What follows belongs to an exercise in optimizing a design on an open flow for a short achievable clock period and few clock cycles per item; a production flow would make more cautious choices. Function was checked by simulation only, so behaviour that the tests miss may differ from the original. No activity file was given, so power comes from the tool's default toggle rates.

==> inputs of trial 34 <==
Design rgb_to_hsv_converter, start of the top module:
module rgb_to_hsv_converter (
  input  wire logic        clk_i,
  input  wire logic        rst_ni,
  input  wire logic        in_valid_i,
  output logic             in_stall_o,
  input  wire logic [23:0] in_word_i,
  output logic             out_valid_o,
  input  wire logic        out_stall_i,
  output logic [30:0]      out_word_o
);
Settings: LEC_CHECK=0, CAP_MARGIN=20, CORE_MARGIN=2, CORE_UTILIZATION=25, PLACE_DENSITY=0.45, SETUP_SLACK_MARGIN=3.5, SLEW_MARGIN=20, SYNTH_HIERARCHICAL=1; clock period 7.5 ns.
standard.sh (not shown) runs the stock make flow with config.mk's settings and CLKGATE_MAP_FILE= SYNTH_SCRIPT=/design/flow/synth_recipe.tcl, a recipe that flattens the netlist after the stock synthesis.
==> flow/flow/run.sh <==
#!/bin/bash
# Standard ORFS layout, with two changes:
#  - synthesis skips Yosys's full/half-adder extraction (ADDER_MAP_FILE
#    empty), so ABC maps the adder logic with the rest; registers unchanged;
#  - the delay cells (clkdlybuf4s*, dlygate4sd*, dlymetal6s*) are added to
#    the don't-use list, so port buffers are plain buffers the resizer can
#    size (with matched footprints a delay cell can only become another
#    delay cell).
# Each make run's output is in its own log here; ORFS's logs are under orfs/.
set -euo pipefail
DLY="sky130_fd_sc_hd__clkdlybuf4s15_1 sky130_fd_sc_hd__clkdlybuf4s15_2"
DLY="$DLY sky130_fd_sc_hd__clkdlybuf4s18_1 sky130_fd_sc_hd__clkdlybuf4s18_2"
DLY="$DLY sky130_fd_sc_hd__clkdlybuf4s25_1 sky130_fd_sc_hd__clkdlybuf4s25_2"
DLY="$DLY sky130_fd_sc_hd__clkdlybuf4s50_1 sky130_fd_sc_hd__clkdlybuf4s50_2"
DLY="$DLY sky130_fd_sc_hd__dlygate4sd1_1 sky130_fd_sc_hd__dlygate4sd2_1 sky130_fd_sc_hd__dlygate4sd3_1"
DLY="$DLY sky130_fd_sc_hd__dlymetal6s2s_1 sky130_fd_sc_hd__dlymetal6s4s_1 sky130_fd_sc_hd__dlymetal6s6s_1"
CFG="$PWD/flow_config.mk"
{
  echo "include $PWD/config.mk"
  echo "export DONT_USE_CELLS += $DLY"
} > "$CFG"
bash standard.sh synth ADDER_MAP_FILE= DESIGN_CONFIG="$CFG" > synth.log 2>&1
bash standard.sh finish DESIGN_CONFIG="$CFG" > layout.log 2>&1
==> trial 39 (differences from trial 34) <==
--- a/flow/design.v
+++ b/flow/design.v
@@ -3,25 +3,17 @@
   localparam logic [14:0] HueFullTurn  = 15'd23040;
   localparam logic [14:0] HueBaseGreen = 15'd7680;
   localparam logic [14:0] HueBaseBlue  = 15'd15360;
 endpackage
 `default_nettype wire
 `default_nettype none
 module rhc_rom_h1 (
-  input  wire logic [5:0][7:0] cand_i,
-  input  wire logic [5:0]      sel_i,
+  input  wire logic [7:0] a_i,
   output logic [28:0] m_o
 );
-  logic [7:0] a;
-  always_comb begin
-    a = '0;
-    for (int c = 0; c < 6; c++) begin
-      a = a | ({8{sel_i[c]}} & cand_i[c]);
-    end
-  end
   localparam logic [255:0] T0 = 256'hc8b6ba77bbfba3cce4359270872267aa06a6ee1cc8b08f9a858a78ea34042080;
   localparam logic [255:0] T1 = 256'ha5caa40a32dd377e6630947222ad5aee80e9b3066ffcbf2aa72cfcde04cc4280;
   localparam logic [255:0] T2 = 256'h899c8fc902b3539c8ac68f0679d73cfa3880ed7aecdc8cc08c5ac6ba36ea2a00;
   localparam logic [255:0] T3 = 256'hdb0c5fd47ded82a4e9938f5ee12611fa16b9a5d642a2536cc4b4eea228a46800;
   localparam logic [255:0] T4 = 256'hedf873045512c66a87a8d3c81359af4cd27e5b02d5be925ce13ec058a6a00280;
   localparam logic [255:0] T5 = 256'h5b5021df5538bb4e135db4a20bea5f4ebcd2f4a870585d3a4ed0b64e968c2000;
   localparam logic [255:0] T6 = 256'h5eacd904227d838e5e2741dcac95bf02dc1ff45a1f6018fa6ce0ccf4ac6a6200;
@@ -43,56 +35,48 @@
   localparam logic [255:0] T22 = 256'h0000000000000000000000000000000001ffffffffffffffe00001ff81e32380;
   localparam logic [255:0] T23 = 256'h0000000000000000000000000000000000000000000000001fffffff801f1910;
   localparam logic [255:0] T24 = 256'h000000000000000000000000000000000000000000000000000000007fff0754;
   localparam logic [255:0] T25 = 256'h000000000000000000000000000000000000000000000000000000000000ff3e;
   localparam logic [255:0] T26 = 256'h00000000000000000000000000000000000000000000000000000000000000f6;
   localparam logic [255:0] T27 = 256'h000000000000000000000000000000000000000000000000000000000000000e;
   localparam logic [255:0] T28 = 256'h0000000000000000000000000000000000000000000000000000000000000002;
-  assign m_o[0] = T0[a];
-  assign m_o[1] = T1[a];
-  assign m_o[2] = T2[a];
-  assign m_o[3] = T3[a];
-  assign m_o[4] = T4[a];
-  assign m_o[5] = T5[a];
-  assign m_o[6] = T6[a];
-  assign m_o[7] = T7[a];
-  assign m_o[8] = T8[a];
-  assign m_o[9] = T9[a];
-  assign m_o[10] = T10[a];
-  assign m_o[11] = T11[a];
-  assign m_o[12] = T12[a];
-  assign m_o[13] = T13[a];
-  assign m_o[14] = T14[a];
-  assign m_o[15] = T15[a];
-  assign m_o[16] = T16[a];
-  assign m_o[17] = T17[a];
-  assign m_o[18] = T18[a];
-  assign m_o[19] = T19[a];
-  assign m_o[20] = T20[a];
-  assign m_o[21] = T21[a];
-  assign m_o[22] = T22[a];
-  assign m_o[23] = T23[a];
-  assign m_o[24] = T24[a];
-  assign m_o[25] = T25[a];
-  assign m_o[26] = T26[a];
-  assign m_o[27] = T27[a];
-  assign m_o[28] = T28[a];
+  assign m_o[0] = T0[a_i];
+  assign m_o[1] = T1[a_i];
+  assign m_o[2] = T2[a_i];
+  assign m_o[3] = T3[a_i];
+  assign m_o[4] = T4[a_i];
+  assign m_o[5] = T5[a_i];
+  assign m_o[6] = T6[a_i];
+  assign m_o[7] = T7[a_i];
+  assign m_o[8] = T8[a_i];
+  assign m_o[9] = T9[a_i];
+  assign m_o[10] = T10[a_i];
+  assign m_o[11] = T11[a_i];
+  assign m_o[12] = T12[a_i];
+  assign m_o[13] = T13[a_i];
+  assign m_o[14] = T14[a_i];
+  assign m_o[15] = T15[a_i];
+  assign m_o[16] = T16[a_i];
+  assign m_o[17] = T17[a_i];
+  assign m_o[18] = T18[a_i];
+  assign m_o[19] = T19[a_i];
+  assign m_o[20] = T20[a_i];
+  assign m_o[21] = T21[a_i];
+  assign m_o[22] = T22[a_i];
+  assign m_o[23] = T23[a_i];
+  assign m_o[24] = T24[a_i];
+  assign m_o[25] = T25[a_i];
+  assign m_o[26] = T26[a_i];
+  assign m_o[27] = T27[a_i];
+  assign m_o[28] = T28[a_i];
 endmodule
 module rhc_rom_h3 (
-  input  wire logic [5:0][7:0] cand_i,
-  input  wire logic [5:0]      sel_i,
+  input  wire logic [7:0] a_i,
   output logic [28:0] m_o
 );
-  logic [7:0] a;
-  always_comb begin
-    a = '0;
-    for (int c = 0; c < 6; c++) begin
-      a = a | ({8{sel_i[c]}} & cand_i[c]);
-    end
-  end
   localparam logic [255:0] T0 = 256'hc8b6ba77bbfba3cce4359270872267aa06a6ee1cc8b08f9a858a78ea34042080;
   localparam logic [255:0] T1 = 256'h6d7c1e7d892694b282050602a58f3d44864f5d1aa74c30b022a6843430c86200;
   localparam logic [255:0] T2 = 256'hacd48bc102b747ae88c68b04595a24beb8c9fc78cb90bce0ae7e42ae36226800;
   localparam logic [255:0] T3 = 256'hd31a74174d87e2640565942aba5477ea2e99ebaac28250a6cde6d4c21a824080;
   localparam logic [255:0] T4 = 256'hbf78a3181a06575284a9d3c093d8a64cd4675b82fbe04e78a192c040aae84080;
   localparam logic [255:0] T5 = 256'h7f240d1f75d3ff887f67e8347994e9f87c140afce1585c2a6bd298ac14880880;
   localparam logic [255:0] T6 = 256'hcc248b1f227dbaaecee262b4a414ff02f237f5f03b86d69ce60c9ce09c426000;
@@ -114,56 +98,48 @@
   localparam logic [255:0] T22 = 256'hffffffffffffffffffe000000000000001fffffff80001ffe00fc1e18da26180;
   localparam logic [255:0] T23 = 256'h0000000000000000001ffffffffffffffffffffff80000001fffc01f83993090;
   localparam logic [255:0] T24 = 256'h000000000000000000000000000000000000000007ffffffffffc0007f871544;
   localparam logic [255:0] T25 = 256'h00000000000000000000000000000000000000000000000000003fffff80f37a;
   localparam logic [255:0] T26 = 256'h00000000000000000000000000000000000000000000000000000000007ff0dc;
   localparam logic [255:0] T27 = 256'h0000000000000000000000000000000000000000000000000000000000000fce;
   localparam logic [255:0] T28 = 256'h000000000000000000000000000000000000000000000000000000000000003a;
-  assign m_o[0] = T0[a];
-  assign m_o[1] = T1[a];
-  assign m_o[2] = T2[a];
-  assign m_o[3] = T3[a];
-  assign m_o[4] = T4[a];
-  assign m_o[5] = T5[a];
-  assign m_o[6] = T6[a];
-  assign m_o[7] = T7[a];
-  assign m_o[8] = T8[a];
-  assign m_o[9] = T9[a];
-  assign m_o[10] = T10[a];
-  assign m_o[11] = T11[a];
-  assign m_o[12] = T12[a];
-  assign m_o[13] = T13[a];
-  assign m_o[14] = T14[a];
-  assign m_o[15] = T15[a];
-  assign m_o[16] = T16[a];
-  assign m_o[17] = T17[a];
-  assign m_o[18] = T18[a];
-  assign m_o[19] = T19[a];
-  assign m_o[20] = T20[a];
-  assign m_o[21] = T21[a];
-  assign m_o[22] = T22[a];
-  assign m_o[23] = T23[a];
-  assign m_o[24] = T24[a];
-  assign m_o[25] = T25[a];
-  assign m_o[26] = T26[a];
-  assign m_o[27] = T27[a];
-  assign m_o[28] = T28[a];
+  assign m_o[0] = T0[a_i];
+  assign m_o[1] = T1[a_i];
+  assign m_o[2] = T2[a_i];
+  assign m_o[3] = T3[a_i];
+  assign m_o[4] = T4[a_i];
+  assign m_o[5] = T5[a_i];
+  assign m_o[6] = T6[a_i];
+  assign m_o[7] = T7[a_i];
+  assign m_o[8] = T8[a_i];
+  assign m_o[9] = T9[a_i];
+  assign m_o[10] = T10[a_i];
+  assign m_o[11] = T11[a_i];
+  assign m_o[12] = T12[a_i];
+  assign m_o[13] = T13[a_i];
+  assign m_o[14] = T14[a_i];
+  assign m_o[15] = T15[a_i];
+  assign m_o[16] = T16[a_i];
+  assign m_o[17] = T17[a_i];
+  assign m_o[18] = T18[a_i];
+  assign m_o[19] = T19[a_i];
+  assign m_o[20] = T20[a_i];
+  assign m_o[21] = T21[a_i];
+  assign m_o[22] = T22[a_i];
+  assign m_o[23] = T23[a_i];
+  assign m_o[24] = T24[a_i];
+  assign m_o[25] = T25[a_i];
+  assign m_o[26] = T26[a_i];
+  assign m_o[27] = T27[a_i];
+  assign m_o[28] = T28[a_i];
 endmodule
 module rhc_rom_s1 (
-  input  wire logic [2:0][7:0] cand_i,
-  input  wire logic [2:0]      sel_i,
+  input  wire logic [7:0] a_i,
   output logic [23:0] m_o
 );
-  logic [7:0] a;
-  always_comb begin
-    a = '0;
-    for (int c = 0; c < 3; c++) begin
-      a = a | ({8{sel_i[c]}} & cand_i[c]);
-    end
-  end
   localparam logic [255:0] T0 = 256'h7cbc10b2b3bbe3ec41d35174d23aa0c8c4fa62389894f96a8db2308aa4ac0080;
   localparam logic [255:0] T1 = 256'h65f06d07782803e6227c0bac5fa130c822be37a2054a3d622136765290ec2280;
   localparam logic [255:0] T2 = 256'h3e489249ce54cf2e7244429c347b0cb2bc09e23a0e12c82a0742087a96404a80;
   localparam logic [255:0] T3 = 256'h17d05e85d17784a69ff5f01a6b2074d668418c92ca86650660862482b80c6800;
   localparam logic [255:0] T4 = 256'h0d6034fc9f27a8765e8e210e91fb60287ce3df227fc490ec892682b002204280;
   localparam logic [255:0] T5 = 256'h032aa703b5b8654634fd40ae5f466844386e730ee2125d80e9f2fa4a12040080;
   localparam logic [255:0] T6 = 256'h00e66d55263fe32ca7032ace35813028103174ba6f82fa8a4ad084f09cc84200;
@@ -180,51 +156,43 @@
   localparam logic [255:0] T17 = 256'h00000000000000000000000000000000ffffffffffffffff000007ff03c76976;
   localparam logic [255:0] T18 = 256'h000000000000000000000000000000000000000000000000ffffffff003f1b9e;
   localparam logic [255:0] T19 = 256'h00000000000000000000000000000000000000000000000000000000ffff0756;
   localparam logic [255:0] T20 = 256'h000000000000000000000000000000000000000000000000000000000000ff3e;
   localparam logic [255:0] T21 = 256'h00000000000000000000000000000000000000000000000000000000000000f6;
   localparam logic [255:0] T22 = 256'h000000000000000000000000000000000000000000000000000000000000000e;
   localparam logic [255:0] T23 = 256'h0000000000000000000000000000000000000000000000000000000000000002;
-  assign m_o[0] = T0[a];
-  assign m_o[1] = T1[a];
-  assign m_o[2] = T2[a];
-  assign m_o[3] = T3[a];
-  assign m_o[4] = T4[a];
-  assign m_o[5] = T5[a];
-  assign m_o[6] = T6[a];
-  assign m_o[7] = T7[a];
-  assign m_o[8] = T8[a];
-  assign m_o[9] = T9[a];
-  assign m_o[10] = T10[a];
-  assign m_o[11] = T11[a];
-  assign m_o[12] = T12[a];
-  assign m_o[13] = T13[a];
-  assign m_o[14] = T14[a];
-  assign m_o[15] = T15[a];
-  assign m_o[16] = T16[a];
-  assign m_o[17] = T17[a];
-  assign m_o[18] = T18[a];
-  assign m_o[19] = T19[a];
-  assign m_o[20] = T20[a];
-  assign m_o[21] = T21[a];
-  assign m_o[22] = T22[a];
-  assign m_o[23] = T23[a];
+  assign m_o[0] = T0[a_i];
+  assign m_o[1] = T1[a_i];
+  assign m_o[2] = T2[a_i];
+  assign m_o[3] = T3[a_i];
+  assign m_o[4] = T4[a_i];
+  assign m_o[5] = T5[a_i];
+  assign m_o[6] = T6[a_i];
+  assign m_o[7] = T7[a_i];
+  assign m_o[8] = T8[a_i];
+  assign m_o[9] = T9[a_i];
+  assign m_o[10] = T10[a_i];
+  assign m_o[11] = T11[a_i];
+  assign m_o[12] = T12[a_i];
+  assign m_o[13] = T13[a_i];
+  assign m_o[14] = T14[a_i];
+  assign m_o[15] = T15[a_i];
+  assign m_o[16] = T16[a_i];
+  assign m_o[17] = T17[a_i];
+  assign m_o[18] = T18[a_i];
+  assign m_o[19] = T19[a_i];
+  assign m_o[20] = T20[a_i];
+  assign m_o[21] = T21[a_i];
+  assign m_o[22] = T22[a_i];
+  assign m_o[23] = T23[a_i];
 endmodule
 module rhc_rom_s3 (
-  input  wire logic [2:0][7:0] cand_i,
-  input  wire logic [2:0]      sel_i,
+  input  wire logic [7:0] a_i,
   output logic [23:0] m_o
 );
-  logic [7:0] a;
-  always_comb begin
-    a = '0;
-    for (int c = 0; c < 3; c++) begin
-      a = a | ({8{sel_i[c]}} & cand_i[c]);
-    end
-  end
   localparam logic [255:0] T0 = 256'h7cbc10b2b3bbe3ec41d35174d23aa0c8c4fa62389894f96a8db2308aa4ac0080;
   localparam logic [255:0] T1 = 256'h194c7db5cb93e00a63af5ad88d9b9000e644559a9ddec408ac8446d834402200;
   localparam logic [255:0] T2 = 256'h3f08ff4c8654cf2c5068481439fa1cb29e0df7b80b58cc2a27464e2a86006880;
   localparam logic [255:0] T3 = 256'h4d68cccf670b486ecfe5b12a097a58acf4f24c8ac096944e66f61caabea02000;
   localparam logic [255:0] T4 = 256'h2c6078789624ab76f32f93888cfa302c3cabf182bb409cc8e8a286602a606000;
   localparam logic [255:0] T5 = 256'h199a857af3e8499674a701bebd9c6cbe2ccc221ed350ac4a61d2586880280880;
   localparam logic [255:0] T6 = 256'h04acfcd30eb0220c8d220a6e39a4382c503cd896e316f6ae2a04dc289cc80000;
@@ -241,38 +209,38 @@
   localparam logic [255:0] T17 = 256'hffffffffffffffff0000000000000000ffffffff00001fff007f07873355f15c;
   localparam logic [255:0] T18 = 256'h0000000000000000ffffffffffffffffffffffff00000000ffff007f0f335fde;
   localparam logic [255:0] T19 = 256'h0000000000000000000000000000000000000000ffffffffffff0000ff0f35fe;
   localparam logic [255:0] T20 = 256'h0000000000000000000000000000000000000000000000000000ffffff00f37e;
   localparam logic [255:0] T21 = 256'h0000000000000000000000000000000000000000000000000000000000fff0de;
   localparam logic [255:0] T22 = 256'h0000000000000000000000000000000000000000000000000000000000000fce;
   localparam logic [255:0] T23 = 256'h000000000000000000000000000000000000000000000000000000000000003a;
-  assign m_o[0] = T0[a];
-  assign m_o[1] = T1[a];
-  assign m_o[2] = T2[a];
-  assign m_o[3] = T3[a];
-  assign m_o[4] = T4[a];
-  assign m_o[5] = T5[a];
-  assign m_o[6] = T6[a];
-  assign m_o[7] = T7[a];
-  assign m_o[8] = T8[a];
-  assign m_o[9] = T9[a];
-  assign m_o[10] = T10[a];
-  assign m_o[11] = T11[a];
-  assign m_o[12] = T12[a];
-  assign m_o[13] = T13[a];
-  assign m_o[14] = T14[a];
-  assign m_o[15] = T15[a];
-  assign m_o[16] = T16[a];
-  assign m_o[17] = T17[a];
-  assign m_o[18] = T18[a];
-  assign m_o[19] = T19[a];
-  assign m_o[20] = T20[a];
-  assign m_o[21] = T21[a];
-  assign m_o[22] = T22[a];
-  assign m_o[23] = T23[a];
+  assign m_o[0] = T0[a_i];
+  assign m_o[1] = T1[a_i];
+  assign m_o[2] = T2[a_i];
+  assign m_o[3] = T3[a_i];
+  assign m_o[4] = T4[a_i];
+  assign m_o[5] = T5[a_i];
+  assign m_o[6] = T6[a_i];
+  assign m_o[7] = T7[a_i];
+  assign m_o[8] = T8[a_i];
+  assign m_o[9] = T9[a_i];
+  assign m_o[10] = T10[a_i];
+  assign m_o[11] = T11[a_i];
+  assign m_o[12] = T12[a_i];
+  assign m_o[13] = T13[a_i];
+  assign m_o[14] = T14[a_i];
+  assign m_o[15] = T15[a_i];
+  assign m_o[16] = T16[a_i];
+  assign m_o[17] = T17[a_i];
+  assign m_o[18] = T18[a_i];
+  assign m_o[19] = T19[a_i];
+  assign m_o[20] = T20[a_i];
+  assign m_o[21] = T21[a_i];
+  assign m_o[22] = T22[a_i];
+  assign m_o[23] = T23[a_i];
 endmodule
 `default_nettype wire
 `default_nettype none
 module rhc_div_cell #(
   parameter int W = 8
 ) (
   input  wire logic [W-1:0] a_i,
@@ -358,17 +326,14 @@
 );
   logic [7:0] r, g, b;
   logic [7:0] d_rg, d_gr, d_gb, d_bg, d_rb, d_br;
   logic       ge_rg, ge_gb, ge_rb;
   logic       sec_r, sec_g;
   logic [5:0] cs;                   
   logic [7:0] mag, delta, value;
-  logic [5:0][7:0] dcand;           
-  logic [2:0][7:0] vcand;           
-  logic [2:0]      vsel;            
   logic       neg;
   logic [14:0] base;
   logic [28:0] mh1, mh3;
   logic [23:0] ms1, ms3;
   logic [14:0]      kb_d, kb_q;
   logic [3:0][31:0] hrow_d, hrow_q;
   logic [3:0][23:0] srow_d, srow_q;
@@ -402,21 +367,18 @@
     mag   = ({8{cs[0]}} & d_gb) | ({8{cs[1]}} & d_bg) | ({8{cs[2]}} & d_rb) |
             ({8{cs[3]}} & d_br) | ({8{cs[4]}} & d_rg) | ({8{cs[5]}} & d_gr);
     value = ({8{sec_r}} & r) | ({8{sec_g}} & g) | ({8{!sec_r && !sec_g}} & b);
     neg   = cs[1] || cs[2] || cs[5];
     base  = ({15{cs[1]}} & 15'd23040) | ({15{cs[2] || cs[3]}} & 15'd7680) |
             ({15{cs[4] || cs[5]}} & 15'd15360);
   end
-  assign dcand = {d_br, d_bg, d_gr, d_gb, d_rg, d_rb};
-  assign vcand = {b, g, r};
-  assign vsel  = {!sec_r && !sec_g, sec_g, sec_r};
-  rhc_rom_h1 u_h1 (.cand_i(dcand), .sel_i(cs),   .m_o(mh1));
-  rhc_rom_h3 u_h3 (.cand_i(dcand), .sel_i(cs),   .m_o(mh3));
-  rhc_rom_s1 u_s1 (.cand_i(vcand), .sel_i(vsel), .m_o(ms1));
-  rhc_rom_s3 u_s3 (.cand_i(vcand), .sel_i(vsel), .m_o(ms3));
+  rhc_rom_h1 u_h1 (.a_i(delta), .m_o(mh1));
+  rhc_rom_h3 u_h3 (.a_i(delta), .m_o(mh3));
+  rhc_rom_s1 u_s1 (.a_i(value), .m_o(ms1));
+  rhc_rom_s3 u_s3 (.a_i(value), .m_o(ms3));
   assign kb_d = base | {14'd0, neg};
   function automatic logic [28:0] pick4h(logic [1:0] dg, logic [28:0] m1, logic [28:0] m3);
     logic [28:0] v;
     unique case (dg)
       2'd0: v = '0;
       2'd1: v = m1;
       2'd2: v = {m1[27:0], 1'b0};
==> flow/run.sh (new file) <==
#!/bin/bash
# synth_recipe.tcl (not shown) runs the flow's synth.tcl, then flattens the netlist and writes it again
# the make line also repeats each setting of config.mk as NAME=value (left out here)
make -C /OpenROAD-flow-scripts/flow DESIGN_CONFIG=/design/flow/config.mk WORK_HOME=/design/flow/orfs CLKGATE_MAP_FILE= SYNTH_SCRIPT=/design/flow/synth_recipe.tcl finish
removed: flow/flow/run.sh
removed: flow/standard.sh
==> trial 5 (differences from trial 34) <==
--- a/flow/design.v
+++ b/flow/design.v
@@ -318,26 +318,36 @@
   end
   assign co_o = cy[W];
 endmodule
 `default_nettype wire
 `default_nettype none
 module rhc_back (
   input  wire logic [3:0][31:0] hrow_i,
+  input  wire logic             neg_i,
   input  wire logic [3:0][23:0] srow_i,
   input  wire logic [14:0]      kb_i,
   output logic [14:0]           hue_o,
   output logic [7:0]            sat_o
 );
   logic [31:0] hk;
   logic [31:0] hs1, hc1, hs2, hc2, hs3, hc3, hmaj, hsum;
   logic [23:0] ss1, sc1, ss2, sc2, ssum;
   logic        hco, sco;
+  logic [3:0][31:0] hr;
   assign hk = {kb_i, 17'd0};
-  rhc_div_cell #(.W(32)) u_h1 (.a_i(hrow_i[0]), .b_i(hrow_i[1]), .c_i(hrow_i[2]), .s_o(hs1), .c_o(hc1));
-  rhc_div_cell #(.W(32)) u_h2 (.a_i(hs1),       .b_i(hc1),       .c_i(hrow_i[3]), .s_o(hs2), .c_o(hc2));
+  always_comb begin
+    for (int j = 0; j < 4; j++) begin
+      hr[j] = hrow_i[j];
+      if (neg_i) begin
+        hr[j] = ~hrow_i[j] & ({32{1'b1}} << (2 * j));
+      end
+    end
+  end
+  rhc_div_cell #(.W(32)) u_h1 (.a_i(hr[0]),     .b_i(hr[1]),     .c_i(hr[2]), .s_o(hs1), .c_o(hc1));
+  rhc_div_cell #(.W(32)) u_h2 (.a_i(hs1),       .b_i(hc1),       .c_i(hr[3]),     .s_o(hs2), .c_o(hc2));
   assign hmaj = (hs2 & hc2) | (hs2 & hk) | (hc2 & hk);
   assign hs3  = {hs2[31:17] ^ hc2[31:17] ^ hk[31:17], hs2[16:0]};
   assign hc3  = {hmaj[30:17], 1'b0, hc2[16:0]};
   rhc_add #(.W(32)) u_hadd (.a_i(hs3), .b_i(hc3), .ci_i(1'b0), .s_o(hsum), .co_o(hco));
   assign hue_o = hsum[31:17];
   rhc_div_cell #(.W(24)) u_s1 (.a_i(srow_i[0]), .b_i(srow_i[1]), .c_i(srow_i[2]), .s_o(ss1), .c_o(sc1));
   rhc_div_cell #(.W(24)) u_s2 (.a_i(ss1),       .b_i(sc1),       .c_i(srow_i[3]), .s_o(ss2), .c_o(sc2));
@@ -366,14 +376,15 @@
   logic [2:0][7:0] vcand;           
   logic [2:0]      vsel;            
   logic       neg;
   logic [14:0] base;
   logic [28:0] mh1, mh3;
   logic [23:0] ms1, ms3;
   logic [14:0]      kb_d, kb_q;
+  logic             neg_q;
   logic [3:0][31:0] hrow_d, hrow_q;
   logic [3:0][23:0] srow_d, srow_q;
   logic [7:0]       value_q;
   logic             valid_q;
   logic             advance;
   logic [14:0] hue;
   logic [7:0]  sat;
@@ -433,17 +444,14 @@
       default: v = m3;
     endcase
     pick4s = v;
   endfunction
   always_comb begin
     for (int j = 0; j < 4; j++) begin
       hrow_d[j] = {3'b000, pick4h(mag[2*j +: 2], mh1, mh3)} << (2 * j);
-      if (neg) begin
-        hrow_d[j] = ~hrow_d[j] & ({32{1'b1}} << (2 * j));
-      end
       srow_d[j] = pick4s(delta[2*j +: 2], ms1, ms3) << (2 * j);
     end
   end
   assign advance    = !(valid_q && out_stall_i);
   assign in_stall_o = !advance;
   always_ff @(posedge clk_i or negedge rst_ni) begin
     if (!rst_ni) begin
@@ -453,20 +461,22 @@
     end
   end
   always_ff @(posedge clk_i) begin
     if (advance) begin
       hrow_q  <= hrow_d;
       srow_q  <= srow_d;
       kb_q    <= kb_d;
+      neg_q   <= neg;
       value_q <= value;
     end
   end
   rhc_back u_back (
     .hrow_i  (hrow_q),
     .srow_i  (srow_q),
+    .neg_i   (neg_q),
     .kb_i    (kb_q),
     .hue_o   (hue),
     .sat_o   (sat)
   );
   assign out_valid_o = valid_q;
   assign out_word_o  = {hue, sat, value_q};
 endmodule
==> flow/flow/run.sh (replaced) <==
#!/bin/bash
# Standard ORFS layout. Synthesis is the standard one except that Yosys's
# full/half-adder extraction is skipped (ADDER_MAP_FILE empty), so ABC maps
# the adder logic together with the rest; registers are unchanged.
set -euo pipefail
bash standard.sh synth ADDER_MAP_FILE= > synth.log 2>&1
bash standard.sh > layout.log 2>&1
==> summary of the runs <==
- Trial 39 ran to the end with no violations. Trial 34 ran to the end with no violations. Trial 5 completed without violations.
- Clock-buffer cell count, highest first: trial 5, trial 39, trial 34.
- In trial 34 the combinational power is lower than in trial 5, by 6.6%.
- Global-route usage: trial 39 < trial 5 < trial 34.
- The highest worst hold slack belongs to trial 39, the lowest to trial 34.
- Sequential share of layout area: trial 39 > trial 34 > trial 5.
Testbench counts of trial 34, summed over its fixed seeds: cycles 8,008, pixels 8,000.
Testbench counts of trial 39, summed over its fixed seeds: cycles 8,008, pixels 8,000.
Testbench counts of trial 5, summed over its fixed seeds: cycles 8,008, pixels 8,000.

## re-timing with driven ports
The flow's constraints put no driver on any port. The routed layouts listed below were extracted and timed again, unchanged, in two steps.
Step 1 sets driving cells, clkbuf_16 on the clock port and buf_2 on the other inputs (assumed; they add their load-dependent delay and slew).
Step 2, shift: input delay + t, output delay - t, t = (earliest + latest rising clock arrival at the registers) / 2. This alone moves slack from input paths to output paths.
Three values: ideal, step 1, step 2; two values: the first two.
| run | t, ns | slack for setup (ns) | worst setup path after step 2 | latest minus earliest clock arrival (ns) | worst data-port slew with drivers (ns) |
|---|---|---|---|---|---|
| trial 34 | 0.716 | 1.268 / 1.296 / 0.580 | input to register | 0.022 / 0.022 | 0.08 |
| trial 39 | 0.637 | 0.870 / 0.856 / 0.220 | input to register | 0.060 / 0.061 | 0.15 |
| trial 5 | 0.691 | 0.766 / 0.690 / 0.520 | input to register | 0.055 / 0.055 | 0.24 |
After both steps setup and hold are still met in every run listed. The setup slack of trial 34, which loses most, moves by +0.028 ns with the drivers and by -0.688 ns with both steps.
